Background: an optimization exercise with open tools, aiming at small area and a short achievable clock period. Do not read the settings as production practice. RTL that was checked went through simulation tests only; none was proved equivalent to the original. Power figures rest on the tool's default switching activity, not on a simulated workload.

==> inputs of job 2699 <==
==> flow/design.v (excerpt) <==
module dadda_mul_top
(
    input  logic        clk,
    input  logic        arst_n,
    input  logic [31:0] a,
    input  logic [31:0] b,
    output logic [63:0] y
);
Settings: LEC_CHECK=0, ABC_AREA=1, ABC_CLOCK_PERIOD_IN_PS=22000, CAP_MARGIN=20, CORE_MARGIN=2, CORE_UTILIZATION=40, CTS_BUF_LIST=sky130_fd_sc_hd__clkbuf_4 sky130_fd_sc_hd__clkbuf_8, SLEW_MARGIN=20, SYNTH_HIERARCHICAL=1, SYNTH_MINIMUM_KEEP_SIZE=0; clock period 22.0 ns.
standard.sh (not shown) runs the stock make flow with config.mk's settings and CLKGATE_MAP_FILE= SYNTH_SCRIPT=/design/flow/synth_recipe.tcl, a recipe that flattens the netlist after the stock synthesis.
==> flow/flow/run.sh <==
#!/bin/bash
# standard layout with buf_2 port buffers; the resizer's setup repair aims for extra slack
# up to clock tree synthesis, and only for the plain constraints after global routing
set -euo pipefail
P="BUFFER_PORTS_ARGS=-buffer_cell sky130_fd_sc_hd__buf_2"
bash standard.sh "$P" SETUP_SLACK_MARGIN=13.6 cts > standard_make_cts.log 2>&1
bash standard.sh "$P" SETUP_SLACK_MARGIN=0 finish > standard_make_finish.log 2>&1
==> job 1342 (differences from job 2699) <==
==> flow/flow/run.sh (replaced) <==
#!/bin/bash
# standard layout with buf_2 port buffers, a clock tree without dummy loads, and the
# resizer's setup repair aiming for extra slack from placement to clock tree synthesis, for a little
# less after global routing, and for the plain constraints in the rest
set -euo pipefail
P="BUFFER_PORTS_ARGS=-buffer_cell sky130_fd_sc_hd__buf_2"
C="CTS_ARGS=-sink_clustering_enable -repair_clock_nets -dont_use_dummy_load -sink_clustering_size 30 -buf_list {sky130_fd_sc_hd__clkbuf_4 sky130_fd_sc_hd__clkbuf_8}"
bash standard.sh "$P" "$C" SETUP_SLACK_MARGIN=0 floorplan > standard_make_fp.log 2>&1
bash standard.sh "$P" "$C" SETUP_SLACK_MARGIN=13.9 cts > standard_make_cts.log 2>&1
bash standard.sh "$P" "$C" SETUP_SLACK_MARGIN=13.7 grt > standard_make_grt.log 2>&1
bash standard.sh "$P" "$C" SETUP_SLACK_MARGIN=0 finish > standard_make_finish.log 2>&1
--- a/flow/config.mk
+++ b/flow/config.mk
@@ -9,8 +9,9 @@
 export ABC_CLOCK_PERIOD_IN_PS = 22000
 export CAP_MARGIN = 20
 export CORE_MARGIN = 2
-export CORE_UTILIZATION = 40
+export CORE_UTILIZATION = 50
 export CTS_BUF_LIST = sky130_fd_sc_hd__clkbuf_4 sky130_fd_sc_hd__clkbuf_8
+export PLACE_DENSITY = 0.75
 export SLEW_MARGIN = 20
 export SYNTH_HIERARCHICAL = 1
 export SYNTH_MINIMUM_KEEP_SIZE = 0
==> job 7202 (differences from job 2699) <==
==> flow/flow/run.sh (replaced) <==
#!/bin/bash
# standard layout with buf_2 port buffers; the resizer's setup repair aims for extra slack
# up to clock tree synthesis, for a little less after global routing, and for the plain
# constraints in the rest
set -euo pipefail
P="BUFFER_PORTS_ARGS=-buffer_cell sky130_fd_sc_hd__buf_2"
bash standard.sh "$P" SETUP_SLACK_MARGIN=13.9 cts > standard_make_cts.log 2>&1
bash standard.sh "$P" SETUP_SLACK_MARGIN=13.7 grt > standard_make_grt.log 2>&1
bash standard.sh "$P" SETUP_SLACK_MARGIN=0 finish > standard_make_finish.log 2>&1
==> qor summary <==
                                                                         job 7202        job 1342        job 2699
Result of the run                                                  finished clean  finished clean  finished clean
Count of buffers not belonging to the clock network in the layout             186             185             189
Antenna violations before repair                                                7               3               7
Number of cell rows                                                            91              82              91
Routed vias/inst                                                             5.91            6.34            5.90
Number of placed instances, taps included                                    3313            3146            3319
Number of filler instances in the final layout                               5981            4466            5990
Initial core utilization                                                    0.407           0.504           0.407
Clkbuf count                                                                   20              17              20
Pint                                                                      2040 µW         1980 µW         2010 µW
Max IR drop VDD                                                         0.0876 mV       0.0750 mV       0.0875 mV
Arr. time, crit path                                                      8650 ps         8610 ps         8860 ps
Worst rel slew slack                                                        0.410           0.452           0.447
Period utilisation layout                                                   0.373           0.371           0.383
Number of cells in the finished layout apart from fillers                    3350            3169            3354
Slowest cell delay on critical path                                        560 ps          550 ps          580 ps
Met3 global-route usage                                                    0.0737          0.0821          0.0626
Final HPWL from detailed placement                                       61900 µm        59700 µm        61900 µm
TritonRoute pass-1 iters                                                        6               6               5

---

==> run a <==
Another version of the RTL of dadda_mul_top (not shown whole).
clock: 22.0 ns
lec_check: 0
abc_area: 1
abc_clock_period_in_ps: 22000
cap_margin: 20
core_margin: 2
core_utilization: 40
cts_buf_list: sky130_fd_sc_hd__clkbuf_4 sky130_fd_sc_hd__clkbuf_8
slew_margin: 20
synth_hierarchical: 1
synth_minimum_keep_size: 0
==> flow/flow/run.sh <==
#!/bin/bash
# standard layout with buf_2 port buffers and the resizer's setup repair aiming for extra slack
set -euo pipefail
bash standard.sh "BUFFER_PORTS_ARGS=-buffer_cell sky130_fd_sc_hd__buf_2" SETUP_SLACK_MARGIN=13.9 finish > standard_make.log 2>&1
==> run b: changes against run a <==
CORE_UTILIZATION = 55   (was 40)
CTS_BUF_LIST = not set   (was sky130_fd_sc_hd__clkbuf_4 sky130_fd_sc_hd__clkbuf_8)
==> out/metrics.csv <==
stage,metric,value,unit
setup_path,critical path cell sequence,buf_2 -> buf_12 -> nand2_1 -> inv_1 -> nor2_4 -> bufinv_16 -> o22ai_2 -> xor2_1 -> fa_1 -> fa_2 -> fa_2 -> fa_2 -> fa_1 -> fa_1,
final_layout,diode count,0,
final_layout,multi-input gate count,1961,
setup_path,Crit-path slowest cell,fa_2,
final_layout,Seq area share,0.104,
pwr,Net Sw Power,2.23,mW
final_layout,fillers,3611,
pwr,sequential share of power,0.110,
run_status,status,finished clean,
drt,Pre-antenna DRT Iters,6,
Source of the figures above: run b

==> out/metrics.csv <==
stage,metric,value,unit
setup_path,critical path cell sequence,buf_4 -> buf_12 -> nand2_2 -> inv_1 -> nor2_4 -> clkinv_8 -> buf_12 -> buf_4 -> o22ai_1 -> xor2_1 -> fa_1 -> fa_1 -> fa_1 -> fa_2 -> fa_1 -> fa_1,
setup_path,Crit-path slowest cell,fa_1,
synth,#FFs+latches synth,122,
run_status,status,finished clean,
final_layout,Seq area share,0.105,
pwr,sequential share of power,0.116,
final_layout,fillers,5865,
drt,Pre-antenna DRT Iters,8,
final_layout,diode count,1,
Source of the figures above: run a

Function was not checked in any run of this note: the RTL went through the layout flow alone.

---

==> inputs of run R <==
dadda_mul_top, a different RTL version from the one above (not shown whole).
Settings: LEC_CHECK=0, ABC_AREA=1, ABC_CLOCK_PERIOD_IN_PS=22000, CAP_MARGIN=20, CORE_MARGIN=2, CORE_UTILIZATION=40, CTS_BUF_LIST=sky130_fd_sc_hd__clkbuf_4 sky130_fd_sc_hd__clkbuf_8, PLACE_DENSITY=0.75, SLEW_MARGIN=20, SYNTH_HIERARCHICAL=1, SYNTH_MINIMUM_KEEP_SIZE=0; clock period 22.0 ns.
==> flow/flow/run.sh <==
#!/bin/bash
# standard layout with buf_2 port buffers, a clock tree without dummy loads, and the
# resizer's setup repair aiming for extra slack from placement to clock tree synthesis, for a little
# less after global routing, and for the plain constraints in the rest
set -euo pipefail
P="BUFFER_PORTS_ARGS=-buffer_cell sky130_fd_sc_hd__buf_2"
C="CTS_ARGS=-sink_clustering_enable -repair_clock_nets -dont_use_dummy_load -sink_clustering_size 30 -buf_list {sky130_fd_sc_hd__clkbuf_4 sky130_fd_sc_hd__clkbuf_8}"
bash standard.sh "$P" "$C" SETUP_SLACK_MARGIN=0 floorplan > standard_make_fp.log 2>&1
bash standard.sh "$P" "$C" SETUP_SLACK_MARGIN=14.2 cts > standard_make_cts.log 2>&1
bash standard.sh "$P" "$C" SETUP_SLACK_MARGIN=14.0 grt > standard_make_grt.log 2>&1
bash standard.sh "$P" "$C" SETUP_SLACK_MARGIN=0 finish > standard_make_finish.log 2>&1
==> inputs of run F, as changes to run R <==
--- a/flow/design.v
+++ b/flow/design.v
@@ -26,29 +26,16 @@
     input  logic b,
     input  logic c,
     output logic s,
     output logic co
 );
     assign s  = a ^ b ^ c;
     assign co = (a & b) | (a & c) | (b & c);
 endmodule
-module mul_enc
-(
-    input  logic x,
-    input  logic y,
-    input  logic z,
-    output logic one,
-    output logic two,
-    output logic neg
-);
-    assign one = y ^ z;
-    assign two = (x & ~y & ~z) | (~x & y & z);
-    assign neg = x & ~(y & z);
-endmodule
 module mul_ha
 (
     input  logic a,
     input  logic b,
     output logic s,
     output logic co
 );
     assign s  = a ^ b;
@@ -1738,59 +1725,59 @@
     logic lsc1623;
     logic ls1624;
     logic lsc1625;
     assign bo0 = b[0];
     assign bt0 = b[1] & ~b[0];
     assign bn0 = b[1];
     assign bo1 = b[2] ^ b[1];
     assign bt1 = (b[3] & ~b[2] & ~b[1]) | (~b[3] & b[2] & b[1]);
-    assign bn1 = (b[3] & ~b[2]) | (b[3] & ~b[1]);
+    assign bn1 = b[3] & ~(b[2] & b[1]);
     assign bo2 = b[4] ^ b[3];
     assign bt2 = (b[5] & ~b[4] & ~b[3]) | (~b[5] & b[4] & b[3]);
-    assign bn2 = (b[5] & ~b[4]) | (b[5] & ~b[3]);
+    assign bn2 = b[5] & ~(b[4] & b[3]);
     assign bo3 = b[6] ^ b[5];
     assign bt3 = (b[7] & ~b[6] & ~b[5]) | (~b[7] & b[6] & b[5]);
-    assign bn3 = (b[7] & ~b[6]) | (b[7] & ~b[5]);
+    assign bn3 = b[7] & ~(b[6] & b[5]);
     assign bo4 = b[8] ^ b[7];
     assign bt4 = (b[9] & ~b[8] & ~b[7]) | (~b[9] & b[8] & b[7]);
-    assign bn4 = (b[9] & ~b[8]) | (b[9] & ~b[7]);
+    assign bn4 = b[9] & ~(b[8] & b[7]);
     assign bo5 = b[10] ^ b[9];
     assign bt5 = (b[11] & ~b[10] & ~b[9]) | (~b[11] & b[10] & b[9]);
-    assign bn5 = (b[11] & ~b[10]) | (b[11] & ~b[9]);
+    assign bn5 = b[11] & ~(b[10] & b[9]);
     assign bo6 = b[12] ^ b[11];
     assign bt6 = (b[13] & ~b[12] & ~b[11]) | (~b[13] & b[12] & b[11]);
-    assign bn6 = (b[13] & ~b[12]) | (b[13] & ~b[11]);
+    assign bn6 = b[13] & ~(b[12] & b[11]);
     assign bo7 = b[14] ^ b[13];
     assign bt7 = (b[15] & ~b[14] & ~b[13]) | (~b[15] & b[14] & b[13]);
-    assign bn7 = (b[15] & ~b[14]) | (b[15] & ~b[13]);
+    assign bn7 = b[15] & ~(b[14] & b[13]);
     assign bo8 = b[16] ^ b[15];
     assign bt8 = (b[17] & ~b[16] & ~b[15]) | (~b[17] & b[16] & b[15]);
-    assign bn8 = (b[17] & ~b[16]) | (b[17] & ~b[15]);
+    assign bn8 = b[17] & ~(b[16] & b[15]);
     assign bo9 = b[18] ^ b[17];
     assign bt9 = (b[19] & ~b[18] & ~b[17]) | (~b[19] & b[18] & b[17]);
-    assign bn9 = (b[19] & ~b[18]) | (b[19] & ~b[17]);
+    assign bn9 = b[19] & ~(b[18] & b[17]);
     assign bo10 = b[20] ^ b[19];
     assign bt10 = (b[21] & ~b[20] & ~b[19]) | (~b[21] & b[20] & b[19]);
-    assign bn10 = (b[21] & ~b[20]) | (b[21] & ~b[19]);
+    assign bn10 = b[21] & ~(b[20] & b[19]);
     assign bo11 = b[22] ^ b[21];
     assign bt11 = (b[23] & ~b[22] & ~b[21]) | (~b[23] & b[22] & b[21]);
-    assign bn11 = (b[23] & ~b[22]) | (b[23] & ~b[21]);
+    assign bn11 = b[23] & ~(b[22] & b[21]);
     assign bo12 = b[24] ^ b[23];
     assign bt12 = (b[25] & ~b[24] & ~b[23]) | (~b[25] & b[24] & b[23]);
-    assign bn12 = (b[25] & ~b[24]) | (b[25] & ~b[23]);
+    assign bn12 = b[25] & ~(b[24] & b[23]);
     assign bo13 = b[26] ^ b[25];
     assign bt13 = (b[27] & ~b[26] & ~b[25]) | (~b[27] & b[26] & b[25]);
-    assign bn13 = (b[27] & ~b[26]) | (b[27] & ~b[25]);
+    assign bn13 = b[27] & ~(b[26] & b[25]);
     assign bo14 = b[28] ^ b[27];
     assign bt14 = (b[29] & ~b[28] & ~b[27]) | (~b[29] & b[28] & b[27]);
-    assign bn14 = (b[29] & ~b[28]) | (b[29] & ~b[27]);
+    assign bn14 = b[29] & ~(b[28] & b[27]);
     assign bo15 = b[30] ^ b[29];
     assign bt15 = (b[31] & ~b[30] & ~b[29]) | (~b[31] & b[30] & b[29]);
-    assign bn15 = (b[31] & ~b[30]) | (b[31] & ~b[29]);
+    assign bn15 = b[31] & ~(b[30] & b[29]);
     logic [31:0] bu0;
     assign bu0 = a ^ {32{bn0}};
     assign pp1 = (bo0 & bu0[0]) | (bt0 & bn0);
     assign pp2 = (bo0 & bu0[1]) | (bt0 & bu0[0]);
     assign pp3 = (bo0 & bu0[2]) | (bt0 & bu0[1]);
     assign pp4 = (bo0 & bu0[3]) | (bt0 & bu0[2]);
     assign pp5 = (bo0 & bu0[4]) | (bt0 & bu0[3]);
     assign pp6 = (bo0 & bu0[5]) | (bt0 & bu0[4]);
==> flow/flow/run.sh (replaced) <==
#!/bin/bash
# standard layout with buf_2 port buffers, a clock tree without dummy loads, and the
# resizer's setup repair aiming for extra slack from placement to clock tree synthesis, for a little
# less after global routing, and for the plain constraints in the rest
set -euo pipefail
P="BUFFER_PORTS_ARGS=-buffer_cell sky130_fd_sc_hd__buf_2"
C="CTS_ARGS=-sink_clustering_enable -repair_clock_nets -dont_use_dummy_load -sink_clustering_size 30 -buf_list {sky130_fd_sc_hd__clkbuf_4 sky130_fd_sc_hd__clkbuf_8}"
bash standard.sh "$P" "$C" SETUP_SLACK_MARGIN=0 floorplan > standard_make_fp.log 2>&1
bash standard.sh "$P" "$C" SETUP_SLACK_MARGIN=13.9 cts > standard_make_cts.log 2>&1
bash standard.sh "$P" "$C" SETUP_SLACK_MARGIN=13.7 grt > standard_make_grt.log 2>&1
bash standard.sh "$P" "$C" SETUP_SLACK_MARGIN=0 finish > standard_make_finish.log 2>&1
GPL_TIMING_DRIVEN = 0   (was default)
PLACE_DENSITY = default   (was 0.75)
==> summary of the runs <==
Run R completed without violations. Run F went through all stages and came out clean.
Between run F and run R, the lower combinational power is in run R (gap 12%, measured against run R).
In run F the fmax is lower than in run R, by about 4%.
Of run F and run R, run F has the higher via count (gap about 1%, measured against run R).
Against run F, the synthesized cell count of run R is larger by about 0.6%.
Between run R and run F, the lower setup slack is in run F (gap 0.33 ns).
Between run F and run R, the lower final area is in run F (gap about 1.2%, measured against run R).
In run R the core utilization is higher than in run F, by 0.62 points.
Of run F and run R, run R has the higher first-iteration DRC count (gap about 6%, measured against run R).
In run F the die area is larger than in run R, by about 0.4%.
In clock power, run F and run R hardly differ.
==> figures <==
| metric | run F | run R |
|---|---|---|
| Run status | timing/DRC/antenna clean | timing/DRC/antenna clean |
| Clock network power | 0.161 mW | 0.160 mW |
| Power density over the cells | 153 nW/um^2 | 137 nW/um^2 |
| Buffers outside the clock class | 333 | 227 |
| Wire length of the first global-routing pass | 139000 um | 125000 um |
| Antenna diode instance count | 1 | 3 |
| Minimum setup slack after placement | 12.90 ns | 12.55 ns |
| Share of the cycle needed by the critical path after routing | 37.6% | 36.1% |
| Mean instance size in the synthesized netlist | 10.0 sq um | 9.92 sq um |
| Required time reported for the critical path endpoint | 22.43 ns | 22.40 ns |
| Count of mapped cells out of synthesis | 2512 | 2528 |
| Dpl hpwl | 76800 um | 60600 um |
| Global-route track usage on met1 | 40.5% | 33.3% |
| Power drawn by the combinational cells | 3.53 mW | 3.14 mW |
| Slew @ Worst Pin | 1.07 ns | 0.957 ns |
| Clock network share of area | 0.857% | 0.847% |
| Area of the die | 65000 sq um | 64700 sq um |
| Number of global-route vias before repair | 21768 | 21235 |
| Register area | 2470 sq um | 2470 sq um |
| Maximum fanout encountered on the critical timing path | 10 | 14 |
| Wire length per cell after detailed routing | 26.8 um | 24.1 um |
| Layout buffering overhead excluding clock cells | 6.59% | 6.98% |
Only the layout flow was run in run R; the RTL was not checked for function there.

-- afterwards: timing with drivers on the ports --
Ports are ideal in the flow. The routed layouts listed here were re-timed in OpenROAD.
Step 1 assumes that a clkbuf_16 drives the clock port and a buf_2 every other input.
Step 2 also shifts input and output timing later by t, the mid clock arrival at the registers, as if the neighbouring blocks saw the same clock.
Three values: ideal, step 1, step 2; two values: the first two.
run	t, ns	slack for setup (ns)	worst slew at a driven data input, ns	pins driven straight from the clock port
job 2699	0.633	13.574 / 13.604 / 12.971	0.07	1
job 1342	0.617	13.832 / 13.849 / 13.231	0.07	1
job 7202	0.629	13.799 / 13.809 / 13.189	0.09	1
run a	0.620	13.879 / 13.911 / 13.291	0.06	1
run b	0.552	13.818 / 13.855 / 13.303	0.08	1
run R	0.587	14.066 / 14.038 / 13.451	0.10	1
run F	0.610	13.734 / 13.766 / 13.156	0.08	1
After both steps setup and hold are still met in every run listed. For run R, which loses most, drivers alone change the setup slack by -0.028 ns; drivers and shift together by -0.615 ns.
